Background: an optimization exercise with open tools, aiming at small area and a short achievable clock period. Do not read the settings as production practice.
Only simulation tests tie the RTL to the original design; equivalence was not proved.
Power is estimated from default activity; no workload was simulated.

## flow/design.v (module list and top-level ports; edited modules follow where they fit)
// module pipelined_functional_unit: 1769 lines
// module pfu_fa: 4 lines
// module pfu_ha: 4 lines
// module pfu_x2: 3 lines
module pipelined_functional_unit #(
  parameter int WIDTH = 32,
  parameter int LAT   = 3
) (
  input  logic             CLK,
  input  logic             RST_N,
  input  logic [WIDTH-1:0] A,
  input  logic [WIDTH-1:0] B,
  input  logic [WIDTH-1:0] C,
  input  logic [4:0]       INST,
  input  logic             CI,
  input  logic             IN_VALID,
  output logic             IN_READY,
  output logic             OUT_VALID,
  input  logic             OUT_READY,
  output logic [WIDTH-1:0] Z,
  output logic [3:0]       FLAGS
);
  // ...
==> flow/flow/run.sh <==
#!/bin/bash
# The standard layout (standard.sh: ORFS from synthesis to finish) with two changes:
#  - the final ABC technology mapping in synthesis uses flow/abc.script (an area-oriented
#    script) instead of ORFS's abc_area.script; everything else in synth_recipe.tcl is kept;
#  - the input and output port buffers use the smallest buffer cell;
#  - clock tree synthesis clusters more sinks per buffer and inserts no dummy loads;
#  - timing repair aims for 5.6 ns of setup slack instead of 5 (the clock stays at 10 ns).
set -euo pipefail
W=$PWD
sed "1a proc abc {args} { set i [lsearch \$args -script]; if {\$i >= 0} {lset args [expr {\$i + 1}] $W/flow/abc.script}; yosys abc {*}\$args }" synth_recipe.tcl > my_synth.tcl
sed "s#SYNTH_SCRIPT=[^ ]*#SYNTH_SCRIPT=$W/my_synth.tcl#" standard.sh > my_standard.sh
sed -i "s#SETUP_SLACK_MARGIN=[^ ]*#SETUP_SLACK_MARGIN=5.6#" my_standard.sh
grep -q "SYNTH_SCRIPT=$W/my_synth.tcl" my_standard.sh
grep -q "SETUP_SLACK_MARGIN=5.6" my_standard.sh
export BUFFER_PORTS_ARGS="-buffer_cell sky130_fd_sc_hd__buf_1"
export CTS_ARGS="-sink_clustering_enable -repair_clock_nets -sink_clustering_size 14 -sink_clustering_max_diameter 80 -buf_list {sky130_fd_sc_hd__clkbuf_4 sky130_fd_sc_hd__clkbuf_8} -dont_use_dummy_load"
bash my_standard.sh > standard.log 2>&1
==> flow/flow/abc.script <==
strash
dch -f
amap
topo
stime -c
upsize -c
dnsize -c
==> flow/standard.sh <==
#!/bin/bash
# synth_recipe.tcl (not shown) runs the flow's synth.tcl, then flattens the netlist and writes it again
# the make line also repeats each setting of config.mk as NAME=value (left out here)
make -C /OpenROAD-flow-scripts/flow DESIGN_CONFIG=/design/flow/config.mk WORK_HOME=/design/flow/orfs CLKGATE_MAP_FILE= SYNTH_SCRIPT=/design/flow/synth_recipe.tcl "${@:-finish}"
==> flow/config.mk <==
export PLATFORM = sky130hd
export DESIGN_NAME = pipelined_functional_unit
export DESIGN_NICKNAME = pipelined_functional_unit
export VERILOG_FILES = /design/flow/design.v
export SDC_FILE = /design/flow/constraint.sdc
export NUM_CORES = 4
export LEC_CHECK = 0
export ABC_AREA = 1
export CAP_MARGIN = 20
export CORE_MARGIN = 2
export CORE_UTILIZATION = 40
export CTS_BUF_LIST = sky130_fd_sc_hd__clkbuf_4 sky130_fd_sc_hd__clkbuf_8
export SETUP_SLACK_MARGIN = 5
export SLEW_MARGIN = 20
export SYNTH_HIERARCHICAL = 1
export TNS_END_PERCENT = 20
==> flow/constraint.sdc <==
create_clock -name core_clock -period 10.0 [get_ports {CLK}]
set_input_delay 2.0000 -clock core_clock [delete_from_list [all_inputs] [get_ports {CLK}]]
set_output_delay 2.0000 -clock core_clock [all_outputs]
set_load 0.01 [all_outputs]
==> summary.txt, run 1 <==
Critical path
  – RR Startpoint: r1_nma[1]
  – Critical path class: in -> out
  – Critical Path End Type: output port
  – Worst path slowest cell: buf_12
  – Critical path launch point type: input pin
  – Worst path cell trace: buf_6, nor2b_4, buf_12, clkinv_16, buf_8
  – Max Fanout on Critical Path: 2
  – Worst EP arrival: 2.56 ns

Synthesis
  – Post-synth EDFFs: between 200 and 250
  – Syn Nets: between 2,000 and 2,500
  – Cell taking the most area after synthesis: edfxtp_1
  – Post-synth top cells: o22ai_1, nor2_1, a21oi_1
  – Register area share after synthesis: roughly 33%
  – Post-synthesis adder-cell area fraction: about 29%
  – Synth Instances: ~1,900
  – Compound-cell area share of the yosys netlist: between 20 and 30%
  – Top-area cell type share of the netlist area: roughly a third
  – Post-synthesis cell area: 19,400 µm²

Cells and area
  – Dominant kind of cell: multi-input combinational cells
  – FILL cells: about 4,500
  – Inverters: 77
  – Num sequential: 213

Routing
  – Top sig layer: met4
  – Detailed-route DRC error count: 0
  – Vias/cell: between 6 and 7
  – Total routed wirelength: approximately 74 mm

Power and ir drop
  – Clk pwr share: under 10%
  – P_sw: 0.00341 W
  – Top power group: combinational logic
  – P_leak: approximately 7.6 nW

Floorplanning
  – # Taps: about 620
  – Row count: 80
  – Starting Density: 40.6%

Min path
  – Hold Crit Depth: 0
  – WHS Endpoint: r2_rsh

GRT
  – First-pass GRT wire length: around 110 mm
  – GRT busiest layer: met2
  – Initial antenna violation count: 0

Clock network
  – Max Root-Sink Buffers: 3
  – CTS tree: done
  – Post-CTS resize count: 9

Timing
  – Period utilisation layout: between 40 and 50%
  – Clk_skew: ~0.093 ns

Run status
  – Outcome: finished clean
==> inputs of run 2 (changes only) <==
--- a/flow/design.v
+++ b/flow/design.v
@@ -982,16 +982,32 @@
   logic bg40;
   logic bp40;
   logic bg41;
   logic bp41;
   logic bg42;
   logic bp42;
   logic bg43;
   logic bp43;
+  assign r1_ntwo[0] = ~(r1_none[0] & (r1_neg[0] ^ 1'b0));
+  assign r1_ntwo[1] = ~(r1_none[1] & (r1_neg[1] ^ r1_neg[0]));
+  assign r1_ntwo[2] = ~(r1_none[2] & (r1_neg[2] ^ r1_neg[1]));
+  assign r1_ntwo[3] = ~(r1_none[3] & (r1_neg[3] ^ r1_neg[2]));
+  assign r1_ntwo[4] = ~(r1_none[4] & (r1_neg[4] ^ r1_neg[3]));
+  assign r1_ntwo[5] = ~(r1_none[5] & (r1_neg[5] ^ r1_neg[4]));
+  assign r1_ntwo[6] = ~(r1_none[6] & (r1_neg[6] ^ r1_neg[5]));
+  assign r1_ntwo[7] = ~(r1_none[7] & (r1_neg[7] ^ r1_neg[6]));
+  assign r1_ntwo[8] = ~(r1_none[8] & (r1_neg[8] ^ r1_neg[7]));
+  assign r1_ntwo[9] = ~(r1_none[9] & (r1_neg[9] ^ r1_neg[8]));
+  assign r1_ntwo[10] = ~(r1_none[10] & (r1_neg[10] ^ r1_neg[9]));
+  assign r1_ntwo[11] = ~(r1_none[11] & (r1_neg[11] ^ r1_neg[10]));
+  assign r1_ntwo[12] = ~(r1_none[12] & (r1_neg[12] ^ r1_neg[11]));
+  assign r1_ntwo[13] = ~(r1_none[13] & (r1_neg[13] ^ r1_neg[12]));
+  assign r1_ntwo[14] = ~(r1_none[14] & (r1_neg[14] ^ r1_neg[13]));
+  assign r1_ntwo[15] = ~(r1_none[15] & (r1_neg[15] ^ r1_neg[14]));
   assign p1 = ~(r1_none[0] | r1_nma[0]) ^ r1_neg[0];
   assign p2 = ~((r1_none[0] | r1_nma[1]) & (r1_ntwo[0] | r1_nma[0])) ^ r1_neg[0];
   assign p3 = ~((r1_none[0] | r1_nma[2]) & (r1_ntwo[0] | r1_nma[1])) ^ r1_neg[0];
   assign p4 = ~((r1_none[0] | r1_nma[3]) & (r1_ntwo[0] | r1_nma[2])) ^ r1_neg[0];
   assign p5 = ~((r1_none[0] | r1_nma[4]) & (r1_ntwo[0] | r1_nma[3])) ^ r1_neg[0];
   assign p6 = ~((r1_none[0] | r1_nma[5]) & (r1_ntwo[0] | r1_nma[4])) ^ r1_neg[0];
   assign p7 = ~((r1_none[0] | r1_nma[6]) & (r1_ntwo[0] | r1_nma[5])) ^ r1_neg[0];
   assign p8 = ~((r1_none[0] | r1_nma[7]) & (r1_ntwo[0] | r1_nma[6])) ^ r1_neg[0];
@@ -1391,23 +1407,23 @@
   pfu_fa u_s531 (.a(c388), .b(c390), .c(c392), .s(s531), .co(c532));
   pfu_fa u_s533 (.a(s287), .b(s395), .c(s397), .s(s533), .co(c534));
   pfu_fa u_s535 (.a(c394), .b(s399), .c(s401), .s(s535), .co(c536));
   pfu_fa u_s537 (.a(c396), .b(c398), .c(s293), .s(s537), .co(c538));
   pfu_fa u_s539 (.a(s403), .b(s405), .c(c400), .s(s539), .co(c540));
   pfu_fa u_s541 (.a(s407), .b(c402), .c(s409), .s(s541), .co(c542));
   pfu_fa u_s543 (.a(c404), .b(c406), .c(s301), .s(s543), .co(c544));
   pfu_fa u_s545 (.a(s411), .b(s413), .c(c408), .s(s545), .co(c546));
-  pfu_fa u_s547 (.a(c410), .b(s415), .c(s417), .s(s547), .co(c548));
+  pfu_fa u_s547 (.a(s415), .b(c410), .c(s417), .s(s547), .co(c548));
   pfu_fa u_s549 (.a(c412), .b(c414), .c(s309), .s(s549), .co(c550));
   pfu_fa u_s551 (.a(s419), .b(c416), .c(s421), .s(s551), .co(c552));
-  pfu_fa u_s553 (.a(c418), .b(s423), .c(s425), .s(s553), .co(c554));
+  pfu_fa u_s553 (.a(s423), .b(c418), .c(s425), .s(s553), .co(c554));
   pfu_fa u_s555 (.a(c420), .b(s319), .c(s427), .s(s555), .co(c556));
   pfu_fa u_s557 (.a(c422), .b(c424), .c(s429), .s(s557), .co(c558));
-  pfu_fa u_s559 (.a(c426), .b(s431), .c(s433), .s(s559), .co(c560));
+  pfu_fa u_s559 (.a(s431), .b(c426), .c(s433), .s(s559), .co(c560));
   pfu_ha u_s561 (.a(r1_cc[4]), .b(r1_neg[2]), .s(s561), .co(c562));
   pfu_ha u_s563 (.a(r1_cc[5]), .b(p36), .s(s563), .co(c564));
   pfu_fa u_s565 (.a(r1_cc[6]), .b(r1_neg[3]), .c(p37), .s(s565), .co(c566));
   pfu_ha u_s567 (.a(p65), .b(p7), .s(s567), .co(c568));
   pfu_fa u_s569 (.a(r1_cc[7]), .b(p38), .c(p66), .s(s569), .co(c570));
   pfu_ha u_s571 (.a(p8), .b(p92), .s(s571), .co(c572));
   pfu_fa u_s573 (.a(s435), .b(p117), .c(p39), .s(s573), .co(c574));
   pfu_fa u_s575 (.a(p67), .b(p9), .c(p93), .s(s575), .co(c576));
@@ -1427,30 +1443,30 @@
   pfu_fa u_s603 (.a(s465), .b(s467), .c(s469), .s(s603), .co(c604));
   pfu_fa u_s605 (.a(c466), .b(c468), .c(s471), .s(s605), .co(c606));
   pfu_fa u_s607 (.a(s473), .b(c470), .c(s475), .s(s607), .co(c608));
   pfu_fa u_s609 (.a(c472), .b(c474), .c(s477), .s(s609), .co(c610));
   pfu_fa u_s611 (.a(s479), .b(c476), .c(s481), .s(s611), .co(c612));
   pfu_fa u_s613 (.a(c478), .b(s483), .c(c480), .s(s613), .co(c614));
   pfu_fa u_s615 (.a(s485), .b(c482), .c(s487), .s(s615), .co(c616));
   pfu_fa u_s617 (.a(c484), .b(s489), .c(c486), .s(s617), .co(c618));
-  pfu_fa u_s619 (.a(c488), .b(s491), .c(s493), .s(s619), .co(c620));
+  pfu_fa u_s619 (.a(s491), .b(c488), .c(s493), .s(s619), .co(c620));
   pfu_fa u_s621 (.a(c490), .b(c492), .c(s495), .s(s621), .co(c622));
-  pfu_fa u_s623 (.a(c494), .b(s497), .c(s499), .s(s623), .co(c624));
+  pfu_fa u_s623 (.a(s497), .b(c494), .c(s499), .s(s623), .co(c624));
   pfu_fa u_s625 (.a(c496), .b(c498), .c(s501), .s(s625), .co(c626));
-  pfu_fa u_s627 (.a(c500), .b(s503), .c(s505), .s(s627), .co(c628));
-  pfu_fa u_s629 (.a(c502), .b(c504), .c(c506), .s(s629), .co(c630));
-  pfu_fa u_s631 (.a(s507), .b(s509), .c(s511), .s(s631), .co(c632));
-  pfu_fa u_s633 (.a(c508), .b(c510), .c(c512), .s(s633), .co(c634));
-  pfu_fa u_s635 (.a(s513), .b(s515), .c(s517), .s(s635), .co(c636));
-  pfu_fa u_s637 (.a(c514), .b(c516), .c(c518), .s(s637), .co(c638));
-  pfu_fa u_s639 (.a(s519), .b(s521), .c(s523), .s(s639), .co(c640));
-  pfu_fa u_s641 (.a(c520), .b(c522), .c(s525), .s(s641), .co(c642));
+  pfu_fa u_s627 (.a(s503), .b(c500), .c(s505), .s(s627), .co(c628));
+  pfu_fa u_s629 (.a(c502), .b(c504), .c(s507), .s(s629), .co(c630));
+  pfu_fa u_s631 (.a(c506), .b(s509), .c(s511), .s(s631), .co(c632));
+  pfu_fa u_s633 (.a(c508), .b(s513), .c(c510), .s(s633), .co(c634));
+  pfu_fa u_s635 (.a(c512), .b(s515), .c(s517), .s(s635), .co(c636));
+  pfu_fa u_s637 (.a(c514), .b(s519), .c(c516), .s(s637), .co(c638));
+  pfu_fa u_s639 (.a(c518), .b(s521), .c(s523), .s(s639), .co(c640));
+  pfu_fa u_s641 (.a(c520), .b(s525), .c(c522), .s(s641), .co(c642));
   pfu_fa u_s643 (.a(s527), .b(c524), .c(s529), .s(s643), .co(c644));
-  pfu_fa u_s645 (.a(c526), .b(c528), .c(s531), .s(s645), .co(c646));
+  pfu_fa u_s645 (.a(c526), .b(s531), .c(c528), .s(s645), .co(c646));
   pfu_fa u_s647 (.a(s533), .b(c530), .c(s535), .s(s647), .co(c648));
   pfu_fa u_s649 (.a(c532), .b(c534), .c(s537), .s(s649), .co(c650));
   pfu_fa u_s651 (.a(s539), .b(c536), .c(s541), .s(s651), .co(c652));
   pfu_fa u_s653 (.a(c538), .b(s543), .c(c540), .s(s653), .co(c654));
   pfu_fa u_s655 (.a(s545), .b(c542), .c(s547), .s(s655), .co(c656));
   pfu_fa u_s657 (.a(c544), .b(s549), .c(c546), .s(s657), .co(c658));
   pfu_fa u_s659 (.a(s551), .b(c548), .c(s553), .s(s659), .co(c660));
   pfu_fa u_s661 (.a(c550), .b(s555), .c(c552), .s(s661), .co(c662));
@@ -1462,28 +1478,28 @@
   pfu_fa u_s673 (.a(c562), .b(p6), .c(p64), .s(s673), .co(c674));
   pfu_fa u_s675 (.a(p91), .b(c564), .c(s567), .s(s675), .co(c676));
   pfu_fa u_s677 (.a(c568), .b(s571), .c(c566), .s(s677), .co(c678));
   pfu_fa u_s679 (.a(c572), .b(c570), .c(s573), .s(s679), .co(c680));
   pfu_fa u_s681 (.a(c574), .b(c576), .c(s577), .s(s681), .co(c682));
   pfu_fa u_s683 (.a(c578), .b(s581), .c(c580), .s(s683), .co(c684));
   pfu_fa u_s685 (.a(c582), .b(s585), .c(c584), .s(s685), .co(c686));
   pfu_fa u_s687 (.a(c586), .b(s589), .c(c588), .s(s687), .co(c688));
-  pfu_fa u_s689 (.a(c590), .b(c592), .c(s593), .s(s689), .co(c690));
-  pfu_fa u_s691 (.a(c594), .b(c596), .c(s597), .s(s691), .co(c692));
-  pfu_fa u_s693 (.a(c598), .b(c600), .c(s601), .s(s693), .co(c694));
+  pfu_fa u_s689 (.a(c590), .b(s593), .c(c592), .s(s689), .co(c690));
+  pfu_fa u_s691 (.a(c594), .b(s597), .c(c596), .s(s691), .co(c692));
+  pfu_fa u_s693 (.a(c598), .b(s601), .c(c600), .s(s693), .co(c694));
   pfu_fa u_s695 (.a(c602), .b(s605), .c(c604), .s(s695), .co(c696));
   pfu_fa u_s697 (.a(c606), .b(s609), .c(c608), .s(s697), .co(c698));
   pfu_fa u_s699 (.a(c610), .b(s613), .c(c612), .s(s699), .co(c700));
   pfu_fa u_s701 (.a(c614), .b(s617), .c(c616), .s(s701), .co(c702));
   pfu_fa u_s703 (.a(c618), .b(s621), .c(c620), .s(s703), .co(c704));
   pfu_fa u_s705 (.a(c622), .b(s625), .c(c624), .s(s705), .co(c706));
-  pfu_fa u_s707 (.a(c626), .b(s629), .c(c628), .s(s707), .co(c708));
-  pfu_fa u_s709 (.a(c630), .b(s633), .c(c632), .s(s709), .co(c710));
-  pfu_fa u_s711 (.a(c634), .b(s637), .c(c636), .s(s711), .co(c712));
+  pfu_fa u_s707 (.a(c626), .b(c628), .c(s629), .s(s707), .co(c708));
+  pfu_fa u_s709 (.a(c630), .b(c632), .c(s633), .s(s709), .co(c710));
+  pfu_fa u_s711 (.a(c634), .b(c636), .c(s637), .s(s711), .co(c712));
   pfu_fa u_s713 (.a(c638), .b(s641), .c(c640), .s(s713), .co(c714));
   pfu_fa u_s715 (.a(c642), .b(s645), .c(c644), .s(s715), .co(c716));
   pfu_fa u_s717 (.a(c646), .b(s649), .c(c648), .s(s717), .co(c718));
   pfu_fa u_s719 (.a(c650), .b(s653), .c(c652), .s(s719), .co(c720));
   pfu_fa u_s721 (.a(c654), .b(s657), .c(c656), .s(s721), .co(c722));
   pfu_fa u_s723 (.a(c658), .b(s661), .c(c660), .s(s723), .co(c724));
   pfu_ha u_s725 (.a(r1_neg[0]), .b(s665), .s(s725), .co(c726));
   pfu_fa u_s727 (.a(r1_cc[1]), .b(c666), .c(p2), .s(s727), .co(c728));
@@ -1533,27 +1549,27 @@
   pfu_x2 u_s801 (.a(c318), .b(c320), .y(s801));
   pfu_x2 u_s802 (.a(c428), .b(s795), .y(s802));
   pfu_x2 u_s803 (.a(s796), .b(s797), .y(s803));
   pfu_x2 u_s804 (.a(s798), .b(s799), .y(s804));
   pfu_x2 u_s805 (.a(s800), .b(s801), .y(s805));
   pfu_x2 u_s806 (.a(s802), .b(s803), .y(s806));
   pfu_x2 u_s807 (.a(s804), .b(c430), .y(s807));
   pfu_x2 u_s808 (.a(c432), .b(s805), .y(s808));
-  pfu_x2 u_s809 (.a(c434), .b(c556), .y(s809));
-  pfu_x2 u_s810 (.a(s806), .b(s807), .y(s810));
+  pfu_x2 u_s809 (.a(s806), .b(c434), .y(s809));
+  pfu_x2 u_s810 (.a(c556), .b(s807), .y(s810));
   pfu_x2 u_s811 (.a(s808), .b(s809), .y(s811));
   pfu_x2 u_s812 (.a(s810), .b(c558), .y(s812));
   pfu_x2 u_s813 (.a(s811), .b(c560), .y(s813));
   pfu_x2 u_s814 (.a(s812), .b(c662), .y(s814));
   pfu_x2 u_s815 (.a(s813), .b(s814), .y(s815));
   pfu_x2 u_s816 (.a(c664), .b(s815), .y(s816));
   pfu_x2 u_s817 (.a(s816), .b(c724), .y(s817));
   pfu_x2 u_s818 (.a(s817), .b(c786), .y(s818));
-  pfu_ha u_s819 (.a(p1), .b(s725), .s(s819), .co(c820));
+  pfu_ha u_s819 (.a(s725), .b(p1), .s(s819), .co(c820));
   pfu_fa u_s821 (.a(c726), .b(s727), .c(c820), .s(s821), .co(c822));
   pfu_fa u_s823 (.a(c728), .b(s729), .c(c822), .s(s823), .co(c824));
   pfu_fa u_s825 (.a(c730), .b(s731), .c(c824), .s(s825), .co(c826));
   pfu_fa u_s827 (.a(c732), .b(s733), .c(c826), .s(s827), .co(c828));
   pfu_fa u_s829 (.a(c734), .b(s735), .c(c828), .s(s829), .co(c830));
   pfu_fa u_s831 (.a(c736), .b(s737), .c(c830), .s(s831), .co(c832));
   assign w_ci = c832;
   assign w_x[0] = s819;
@@ -1740,17 +1756,16 @@
     if (!RST_N) r_valid <= '0;
     else if (!w_stall) r_valid <= {r_valid[1:0], IN_VALID};
   end
   always_ff @(posedge CLK) begin
     if (!w_stall) begin
       r1_nma  <= ~w_ma;
       r1_cc   <= w_cc;
       r1_none <= ~w_one;
-      r1_ntwo <= ~w_two;
       r1_neg  <= w_neg;
       r1_cin  <= (w_add && w_op[0] && CI) || w_sub;
       r1_arith <= w_arith;
       r1_rsh  <= w_rsh;
       r2_x    <= w_x;
       r2_y    <= w_y;
       r2_ci   <= w_ci;
       r2_g    <= r1_arith && !r1_nma[31] && r1_cc[31];
==> flow/flow/run.sh (replaced) <==
#!/bin/bash
# The standard layout (standard.sh: ORFS from synthesis to finish) with two changes:
#  - the final ABC technology mapping in synthesis uses flow/abc.script (an area-oriented
#    script) instead of ORFS's abc_area.script; everything else in synth_recipe.tcl is kept;
#  - the input and output port buffers use the smallest buffer cell;
#  - clock tree synthesis clusters more sinks per buffer and inserts no dummy loads.
set -euo pipefail
W=$PWD
sed "1a proc abc {args} { set i [lsearch \$args -script]; if {\$i >= 0} {lset args [expr {\$i + 1}] $W/flow/abc.script}; yosys abc {*}\$args }" synth_recipe.tcl > my_synth.tcl
sed "s#SYNTH_SCRIPT=[^ ]*#SYNTH_SCRIPT=$W/my_synth.tcl#" standard.sh > my_standard.sh
grep -q "SYNTH_SCRIPT=$W/my_synth.tcl" my_standard.sh
export BUFFER_PORTS_ARGS="-buffer_cell sky130_fd_sc_hd__buf_1"
export CTS_ARGS="-sink_clustering_enable -repair_clock_nets -sink_clustering_size 14 -sink_clustering_max_diameter 80 -buf_list {sky130_fd_sc_hd__clkbuf_4 sky130_fd_sc_hd__clkbuf_8} -dont_use_dummy_load"
bash my_standard.sh > standard.log 2>&1
--- a/flow/config.mk
+++ b/flow/config.mk
@@ -8,9 +8,8 @@
 export ABC_AREA = 1
 export CAP_MARGIN = 20
 export CORE_MARGIN = 2
 export CORE_UTILIZATION = 40
 export CTS_BUF_LIST = sky130_fd_sc_hd__clkbuf_4 sky130_fd_sc_hd__clkbuf_8
 export SETUP_SLACK_MARGIN = 5
 export SLEW_MARGIN = 20
 export SYNTH_HIERARCHICAL = 1
-export TNS_END_PERCENT = 20
==> summary.txt, run 2 <==
Run status
  – Outcome: finished clean (unchanged)

GRT
  – First-pass GRT wire length: 106 mm (was 109 mm)
  – Grt ovf: 0 (unchanged)
  – Number of global-route vias before repair: 16,660 (was 17,323)
  – Largest net degree at the start of global routing: 80 (was 148)
  – Initial antenna violation count: 0 (unchanged)
  – GR Util All Layers: 28.9% (was 29.2%)

Critical path
  – Crit path buf inv count: 2 (was 4)
  – RR Startpoint: r1_neg[3] (was r1_nma[1])
  – Critical path class: reg -> reg (was in -> out)
  – Critical Path RT: 10.34 ns (was 8.00 ns)
  – Worst path slowest cell: fa_1 (was buf_12)
  – Critical Path End Type: register (was output port)
  – Most used cell, CP: fa_1
  – Critical path launch point type: register (was input pin)
  – Reg2Reg Setup Slack: 5.18 ns (was 5.63 ns)
  – Kind of cell adding the most delay to the critical path: adder cells (was buffers and inverters)
  – Max Fanout on Critical Path: 54 (was 2)
  – Worst R2R End: r2_x[31] (was r2_x[6])
  – CP max stage delay: 0.55 ns (was 0.14 ns)
  – Worst path cell trace: clkinv_8, o221ai_4, buf_4, o22ai_1, nand2_1, o21ai_1, fa_1, fa_1, fa_1, fa_1, fa_1, fa_1, nor2_1, a21oi_1 (was buf_6, nor2b_4, buf_12, clkinv_16, buf_8)
  – Reg2Reg Depth: 14 (was 10)
  – Worst EP arrival: 5.16 ns (was 2.56 ns)

Routing
  – Routed vias: 17,374 (was 17,982)
  – Wire per inst: 25.8 µm (was 26.1 µm)
  – Detailed-route DRC error count: 0 (unchanged)
  – DRT Pass-1 Iters: 6 (unchanged)
  – Vias/cell: 6.29 (was 6.38)
  – Total routed wirelength: 71.4 mm (was 73.7 mm)
  – Antenna-violating nets left: 0 (unchanged)
  – First DRT Iteration DRCs: 2,327 (was 2,256)

Synthesis
  – Syn Nets: 2,323 (was 2,331)
  – Synth Instances: 1,918 (was 1,926)
  – Post-synth top cells: o22ai_1, nand2_1, o21ai_0 (was o22ai_1, nor2_1, a21oi_1)
  – Synth warnings: 7 (unchanged)
  – Most instantiated library cell after synthesis: o22ai_1 (unchanged)
  – Post-synth EDFFs: 194 (was 210)
  – Synth top area cells: edfxtp_1, fa_1, o22ai_1 (unchanged)
  – Cell taking the most area after synthesis: edfxtp_1 (unchanged)
  – Top-area cell type share of the netlist area: 30.5% (was 32.5%)
  – Synth Register Bits: 197 (was 213)
  – Post-synthesis cell area: 19,100 µm² (was 19,400 µm²)
  – Asr flop ratio synth: 1.52% (was 1.41%)
  – Register area share after synthesis: 30.9% (was 32.9%)
  – Prevailing post-synth register cell: edfxtp_1 (unchanged)
  – Post-Synthesis Mean Instance Area: 9.96 µm² (was 10.1 µm²)
  – Distinct cell type count of the synthesized netlist: 53 (was 47)

Power and ir drop
  – Net Sw Frac: 46.7% (was 45.7%)
  – Gate power share: 69.9% (was 67.8%)
  – P_sw: 0.00358 W (was 0.00341 W)
  – Worst vdd ir: 263 µV (was 285 µV)
  – P_leak: 7.31 nW (was 7.64 nW)
  – Flop pwr share: 24.7% (was 25.9%)
  – Pwr dens: 358 nW/µm² (was 337 nW/µm²)
  – Clk pwr share: 5.4% (was 6.4%)
  – Cell internal pwr: 0.00409 W (was 0.00405 W)

Cells and area
  – Commonest non-fill, non-tap cell in the layout: o22ai_1 (was nor2_1)
  – FILL cells: 4,599 (was 4,482)
  – Area growth from synthesis to layout: 12.1% (was 14.4%)
  – Most frequent cells in the layout: o22ai_1, nand2_1, o21ai_0 (was nor2_1, o22ai_1, a21oi_1)
  – Final net count: 2,554 (was 2,609)
  – Share of cells above drive strength 1: 6.15% (was 8.45%)
  – ANT cells: 0 (was 1)

Timing
  – RSZ-0062 raised after global routing: yes (unchanged)
  – Period utilisation layout: 48.2% (was 45.6%)
  – Slew headroom: 21.8% (was 25.7%)
  – Final Slew Violations: 0 (unchanged)
  – Worst Tran Pin Value: 1.17 ns (was 1.11 ns)
  – Final setup viols: 0 (unchanged)
  – Setup WS post-layout: 5.18 ns (was 5.44 ns)
  – Post-route setup TNS: 0 ns (unchanged)
  – Fin. Hold Viols: 0 (unchanged)
  – Post-layout min period: 4.82 ns (was 4.56 ns)
  – Clk_skew: 0.0454 ns (was 0.0928 ns)
  – Peak Freq: 208 MHz (was 219 MHz)

Clock network
  – CTS tree: done (unchanged)
  – Clk root buf: clkbuf_8 (unchanged)
  – Cts bufs inserted: 17 (was 20)
  – Worst-Skew Late Latency: 0.58 ns (was 0.60 ns)
  – Reg clk slew, reported paths: 0.12 ns (was 0.10 ns)
  – Max Root-Sink Buffers: 2 (was 3)
  – Hold buffers post-CTS: 0 (unchanged)
  – H-tree depth: 4 (was 1)
  – Clock Sinks: 197 (was 213)

Placed design
  – Port Buffers: 143 (unchanged)
  – Post-DP HPWL: 51.9 mm (was 51.4 mm)
  – Pre-CTS WS: 4.38 ns (was 5.02 ns)
  – RePlAce Congestion: 0.956 (was 0.940)

Flow run
  – # Max-Cap Violations: 0 (unchanged)

Min path
  – WHS Endpoint: r_valid[2] (was r2_rsh)
  – Hold Crit Depth: 1 (was 0)
  – Hold Startpoint: r_valid[1] (was r1_rsh)
  – Hold WC Path Type: reg -> reg (unchanged)

Floorplanning
  – Starting Density: 40.3% (was 40.6%)
  – Die area: 49,500 µm² (was 50,200 µm²)
  – Die height: 223 µm (was 224 µm)
  – Core area: 47,400 µm² (was 47,700 µm²)
  – Die Wd: 223 µm (was 224 µm)
  – Row count: 80 (unchanged)
  – # IOs: 144 (unchanged)
-- run 2: routing by layer --
layer  wire length [µm]  vias to the layer above  track usage (%)
li1                   -                     7925                -
met1              29500                     8244             39.6
met2              31700                     1064             44.5
met3               7410                      141             6.41
met4               2750                        0             11.9
met5                  0                        -                0
-- run 2: Yosys stat by module (local to each module, per instance) --
| module | cell area [µm²] | flip-flops and latches | copies in the design | cells |
|---|---|---|---|---|
| pipelined_functional_unit | 13800 | 197 | 1 | 1590 |
| pfu_fa | 20.0 | 0 | 232 | 1 |
| pfu_ha | 12.5 | 0 | 32 | 1 |
| pfu_x2 | 8.76 | 0 | 32 | 2 |
-- run 2: kinds of logic after synthesis --
| family | synth area share [%] |
|---|---|
| flip-flops | 30.9 |
| buffers and inverters | 2.07 |
| AND/OR/NAND/NOR | 10.2 |
| AO/OA/AOI/OAI | 27.6 |
| adder cells (fa/ha/maj) | 29.2 |
-- run 2: power by group through the flow --
| stage | Combinational, W | Sequential, W | Clock [W] |
|---|---|---|---|
| after detailed placement | 0.00530 | 0.00192 | 0 |
| after floorplan | 0.00351 | 0.00189 | 0 |
| after global routing | 0.00606 | 0.00192 | 0.000457 |
| final | 0.00536 | 0.00190 | 0.000414 |
| after CTS | 0.00533 | 0.00190 | 0.000434 |
| after global placement | 0.00508 | 0.00191 | 0 |
-- run 2: final cells by class --
class / instances / area [µm²] / area share (%)
clock buffers: 17 / 234 / 1.09
inverters: 89 / 472 / 2.20
multi-input cells: 1629 / 12900 / 60.4
flip-flops and latches: 197 / 5900 / 27.6
well taps: 615 / 769 / 3.59
repair buffers: 211 / 1080 / 5.04
repair inverters: 4 / 27.5 / 0.129
-- run 2: worst max path at each step --
stage	startpoint	endpoint	slack (ns)	cells past startpoint
after floorplan	r1_neg[8]	r2_x[31]	5.01	13
after global placement	r1_neg[3]	r2_x[31]	4.49	14
after detailed placement	r1_neg[3]	r2_x[31]	4.38	14
after CTS	r1_neg[3]	r2_x[31]	4.92	14
after global routing	r1_neg[3]	r2_x[31]	4.99	13
final	r1_neg[3]	r2_x[31]	5.18	14
-- run 2: what timing repair did --
item	in CTS	in global routing
pin swaps	2	2
buffers inserted	8	28
gates cloned	2	2
setup endpoints to repair	27	17
gates resized for setup	14	22
-- run 2: worst reg2reg max path: cells and delay by family, from the launching register on --
kind            cells  cell delay (ns)
fa+ha+maj           6             2.74
simple gates        2             0.24
buf+inv             2             0.57
compound gates      4             0.55
flops               1             0.49
-- run 2: stage by stage --
step           std cells  power (W)  cell area (µm²)  hold WS (ns)  util [%]
2_1_floorplan       1918    0.00540            19200         0.400         -
3_3_place_gp        2705    0.00699            20700         0.464      43.6
3_5_place_dp        2705    0.00721            20700         0.468      43.6
4_1_cts             2732    0.00766            21100         0.500      44.5
5_1_grt             2762    0.00844            21400         0.520      45.1
6_report            2762    0.00767            21400         0.501      45.1
==> inputs of run 3 (changes only) <==
==> flow/flow/run.sh (replaced) <==
#!/bin/bash
# The standard layout (standard.sh: ORFS from synthesis to finish) with two changes:
#  - the final ABC technology mapping in synthesis uses flow/abc.script (an area-oriented
#    script) instead of ORFS's abc_area.script; everything else in synth_recipe.tcl is kept;
#  - the input and output port buffers use the smallest buffer cell;
#  - clock tree synthesis clusters more sinks per buffer and inserts no dummy loads;
#  - timing repair aims for 5.4 ns of setup slack instead of 5 (the clock stays at 10 ns).
set -euo pipefail
W=$PWD
sed "1a proc abc {args} { set i [lsearch \$args -script]; if {\$i >= 0} {lset args [expr {\$i + 1}] $W/flow/abc.script}; yosys abc {*}\$args }" synth_recipe.tcl > my_synth.tcl
sed "s#SYNTH_SCRIPT=[^ ]*#SYNTH_SCRIPT=$W/my_synth.tcl#" standard.sh > my_standard.sh
sed -i "s#SETUP_SLACK_MARGIN=[^ ]*#SETUP_SLACK_MARGIN=5.4#" my_standard.sh
grep -q "SYNTH_SCRIPT=$W/my_synth.tcl" my_standard.sh
grep -q "SETUP_SLACK_MARGIN=5.4" my_standard.sh
export BUFFER_PORTS_ARGS="-buffer_cell sky130_fd_sc_hd__buf_1"
export CTS_ARGS="-sink_clustering_enable -repair_clock_nets -sink_clustering_size 14 -sink_clustering_max_diameter 80 -buf_list {sky130_fd_sc_hd__clkbuf_4 sky130_fd_sc_hd__clkbuf_8} -dont_use_dummy_load"
bash my_standard.sh > standard.log 2>&1
==> summary.txt, run 3 <==
Run status
  – Outcome: finished clean (unchanged)

Power and ir drop
  – Pwr dens: 351 nW/µm² (was 358 nW/µm²)
  – P_leak: 7.63 nW (was 7.31 nW)
  – Worst vdd ir: 276 µV (was 263 µV)

Clock network
  – Worst-Skew Late Latency: 0.55 ns (was 0.58 ns)
  – Max Root-Sink Buffers: 2 (unchanged)
  – Clock Sinks: 197 (unchanged)
  – Clk root buf: clkbuf_8 (unchanged)
  – Reg clk slew, reported paths: 0.09 ns (was 0.12 ns)
  – CTS tree: done (unchanged)
  – Cts bufs inserted: 17 (unchanged)
  – H-tree depth: 4 (unchanged)

Synthesis
  – Synth warnings: 7 (unchanged)
  – Synth Area in Simple Gates: 10.2% (unchanged)
  – Distinct cell type count of the synthesized netlist: 53 (unchanged)
  – Post-synthesis adder-cell area fraction: 29.2% (unchanged)
  – Post-synthesis cell area: 19,100 µm² (unchanged)
  – Synth top area cells: edfxtp_1, fa_1, o22ai_1 (unchanged)
  – Synth Instances: 1,918 (unchanged)
  – Post-synthesis mux area share: 0% (unchanged)
  – Top-area cell type share of the netlist area: 30.5% (unchanged)
  – Compound-cell area share of the yosys netlist: 27.6% (unchanged)
  – Asr flop ratio synth: 1.52% (unchanged)
  – Xor and xnor area share after synthesis: 0% (unchanged)
  – Register area share after synthesis: 30.9% (unchanged)
  – Largest family of logic cells by synthesized area: adder cells (unchanged)
  – Post-Synthesis Mean Instance Area: 9.96 µm² (unchanged)
  – Syn Nets: 2,323 (unchanged)
  – Post-synth EDFFs: 194 (unchanged)
  – Synth Register Bits: 197 (unchanged)
  – Prevailing post-synth register cell: edfxtp_1 (unchanged)
  – Most instantiated library cell after synthesis: o22ai_1 (unchanged)
  – Cell taking the most area after synthesis: edfxtp_1 (unchanged)
  – Post-synth top cells: o22ai_1, nand2_1, o21ai_0 (unchanged)

Critical path
  – Critical path class: reg -> reg (unchanged)
  – CP max stage delay: 0.90 ns (was 0.55 ns)
  – Critical Path RT: 10.26 ns (was 10.34 ns)
  – Critical Path End Type: register (unchanged)
  – Worst EP arrival: 4.81 ns (was 5.16 ns)
  – Crit path buf inv count: 0 (was 2)
  – Critical path launch point type: register (unchanged)
  – Kind of cell adding the most delay to the critical path: adder cells (unchanged)
  – Max Fanout on Critical Path: 16 (was 54)
  – Worst path cell trace: o22ai_1, o21ai_0, fa_1, fa_1, fa_1, fa_2, fa_1, fa_2, nor2_1, a21oi_1 (was clkinv_8, o221ai_4, buf_4, o22ai_1, nand2_1, o21ai_1, fa_1, fa_1, fa_1, fa_1, fa_1, fa_1, nor2_1, a21oi_1)
  – Worst path slowest cell: edfxtp_1 (was fa_1)
  – Most used cell, CP: fa_1 (unchanged)

Cells and area
  – Area growth from synthesis to layout: 15.8% (was 12.1%)
  – Most frequent cells in the layout: o22ai_1, nand2_1, o21ai_0 (unchanged)
  – Commonest non-fill, non-tap cell in the layout: o22ai_1 (unchanged)
  – Share of cells above drive strength 1: 8.78% (was 6.15%)
  – Final net count: 2,595 (was 2,554)
  – Post-Layout Inst Area: 22,100 µm² (was 21,400 µm²)
  – Final Util: 46.6% (was 45.1%)
  – Post-Layout Cell Count: 2,804 (was 2,762)

Floorplanning
  – Starting Density: 40.3% (unchanged)
  – Core area: 47,400 µm² (unchanged)
  – # IOs: 144 (unchanged)
  – Die height: 223 µm (unchanged)
  – Die Wd: 223 µm (unchanged)
  – Row count: 80 (unchanged)
  – Die area: 49,500 µm² (unchanged)

GRT
  – GR Layer Usage met1: 39.0% (was 39.6%)
  – Global-route track usage on met2: 45.8% (was 44.5%)
  – First-pass GRT wire length: 107 mm (was 106 mm)
  – Grt ovf: 0 (unchanged)
  – Global-route track usage on met3: 7.59% (was 6.41%)
  – Number of global-route vias before repair: 16,843 (was 16,660)
  – GRT busiest layer: met2 (unchanged)
  – Largest net degree at the start of global routing: 67 (was 80)
  – Initial antenna violation count: 0 (unchanged)
  – GR Util All Layers: 29.2% (was 28.9%)

Routing
  – Routed vias: 17,710 (was 17,374)
  – Detailed-route DRC error count: 0 (unchanged)
  – Total routed wirelength: 74.4 mm (was 71.4 mm)
  – Vias/cell: 6.32 (was 6.29)
  – First DRT Iteration DRCs: 2,066 (was 2,327)
  – Antenna-violating nets left: 0 (unchanged)
  – Wire per inst: 26.5 µm (was 25.8 µm)
  – DRT Pass-1 Iters: 8 (was 6)

Timing
  – Hold WS: 0.500 ns (was 0.501 ns)
  – Worst Tran Pin Value: 1.11 ns (was 1.17 ns)
  – Final Slew Violations: 0 (unchanged)
  – Period utilisation layout: 45.5% (was 48.2%)
  – Clk_skew: 0.0448 ns (was 0.0454 ns)
  – Peak Freq: 220 MHz (was 208 MHz)
  – Post-route setup TNS: 0 ns (unchanged)
  – Fin. Hold Viols: 0 (unchanged)
  – Final setup viols: 0 (unchanged)
  – Slew headroom: 25.8% (was 21.8%)
  – Post-layout min period: 4.55 ns (was 4.82 ns)
  – RSZ-0062 raised after global routing: yes (unchanged)

Flow run
  – # Max-Cap Violations: 0 (unchanged)

Placed design
  – Port Buffers: 143 (unchanged)
  – RePlAce Congestion: 0.951 (was 0.956)
  – Post-DP Area: 20,800 µm² (was 20,700 µm²)
  – Post-DP HPWL: 52.3 mm (was 51.9 mm)
  – Inst Count DP: 2,698 (was 2,705)

Min path
  – Hold WC Path Type: reg -> reg (unchanged)
## run 3: layout make-up
cell class                 count  area [µm²]
timing repair buffer         241        1470
inverter                      89         558
tap                          615         769
timing repair inverter        11         108
clock buffer                  17         234
fill                        4508       25300
sequential                   197        5900
antenna                        1        2.50
multi-input combinational   1633       13100
## run 3: power breakdown
| part | internal [W] | leakage, nW | switching [W] | total (W) |
|---|---|---|---|---|
| clock | 0.000150 | 0.122 | 0.000261 | 0.000410 |
| sequential | 0.00166 | 1.98 | 0.000211 | 0.00187 |
| combinational | 0.00236 | 5.53 | 0.00313 | 0.00549 |
## run 3: final timing paths
path,start,endpoint,slack [ns],cells after the start
min,r_valid[1],r_valid[2],0.50,1
min reg2reg,r_valid[1],r_valid[2],0.50,1
max in group asynchronous,RST_N,r_valid[0],8.58,1
max reg2reg,r1_nma[16],r2_x[31],5.45,10
min in group asynchronous,RST_N,r_valid[2],1.26,1
max,r1_nma[16],r2_x[31],5.45,10
## run 3: repair_timing
| item | 4_1_cts | 5_1_grt |
|---|---|---|
| endpoints found under the setup margin | 31 | 25 |
| gates cloned | 9 | 8 |
| setup buffers | 31 | 40 |
| pin swaps | 7 | 4 |
| gates resized for setup | 31 | 30 |
| hold buffers | 0 | 0 |
## run 3: metrics by stage
| stage | total power [W] | setup WS (ns) |
|---|---|---|
| after floorplan | 0.00543 | 5.30 |
| after global placement | 0.00701 | 4.78 |
| after detailed placement | 0.00720 | 4.78 |
| after CTS | 0.00768 | 5.41 |
| after global routing | 0.00854 | 5.31 |
| final | 0.00777 | 5.45 |
## run 3: worst register-to-register path: cells and delay by family, from the launching register on
| family | cells | cell delay, ns |
|---|---|---|
| flops | 1 | 0.90 |
| fa+ha+maj | 6 | 2.67 |
| simple gates | 1 | 0.10 |
| compound gates | 3 | 0.59 |
## run 3: Yosys stat by module, one instance, submodules excluded
module / cells / area [µm²]
pfu_fa: 1 / 20.0
pfu_x2: 2 / 8.76
pfu_ha: 1 / 12.5
pipelined_functional_unit: 1590 / 13800
## run 3: routing by layer
metal | vias to the layer above | part of all wire (%)
li1 | 8013 | -
met1 | 8448 | 40
met2 | 1070 | 44
met3 | 177 | 11
met4 | 2 | 4.5
met5 | - | 0.16
## run 3: cells by family (layout without fill, tap and decap cells)
logic type,count (synthesis),count (layout)
compound gates,866,869
fa+ha+maj,299,299
buf+inv,92,358
flops,197,197
other cells,0,1
simple gates,464,465

afterwards: timing with drivers on the ports:
The flow's constraints put no driver on any port. The routed layouts listed below were extracted and timed again, unchanged, in two steps.
Step 1 assumes that a clkbuf_16 drives the clock port and a buf_2 every other input.
Step 2 moves the port delays by t, midway between the first and last clock arrival at a register: inputs arrive t later, outputs are due t later. That takes back most of the time a late clock gives input paths.
Slacks: no drivers / after step 1 / after step 2; pairs: no drivers / after step 1.
| run | t, ns | slack for setup (ns) | slew at the worst register clock pin (ns) | pins driven straight from the clock port |
|---|---|---|---|---|
| run 1 | 0.614 | 5.439 / 5.408 / 5.018 | 0.10 / 0.10 | 1 |
| run 2 | 0.615 | 5.182 / 5.182 / 4.899 | 0.12 / 0.12 | 1 |
| run 3 | 0.585 | 5.453 / 5.437 / 4.927 | 0.11 / 0.11 | 1 |
After both steps setup and hold are still met in every run listed. For run 3, which loses most, drivers alone change the setup slack by -0.016 ns; drivers and shift together by -0.526 ns.
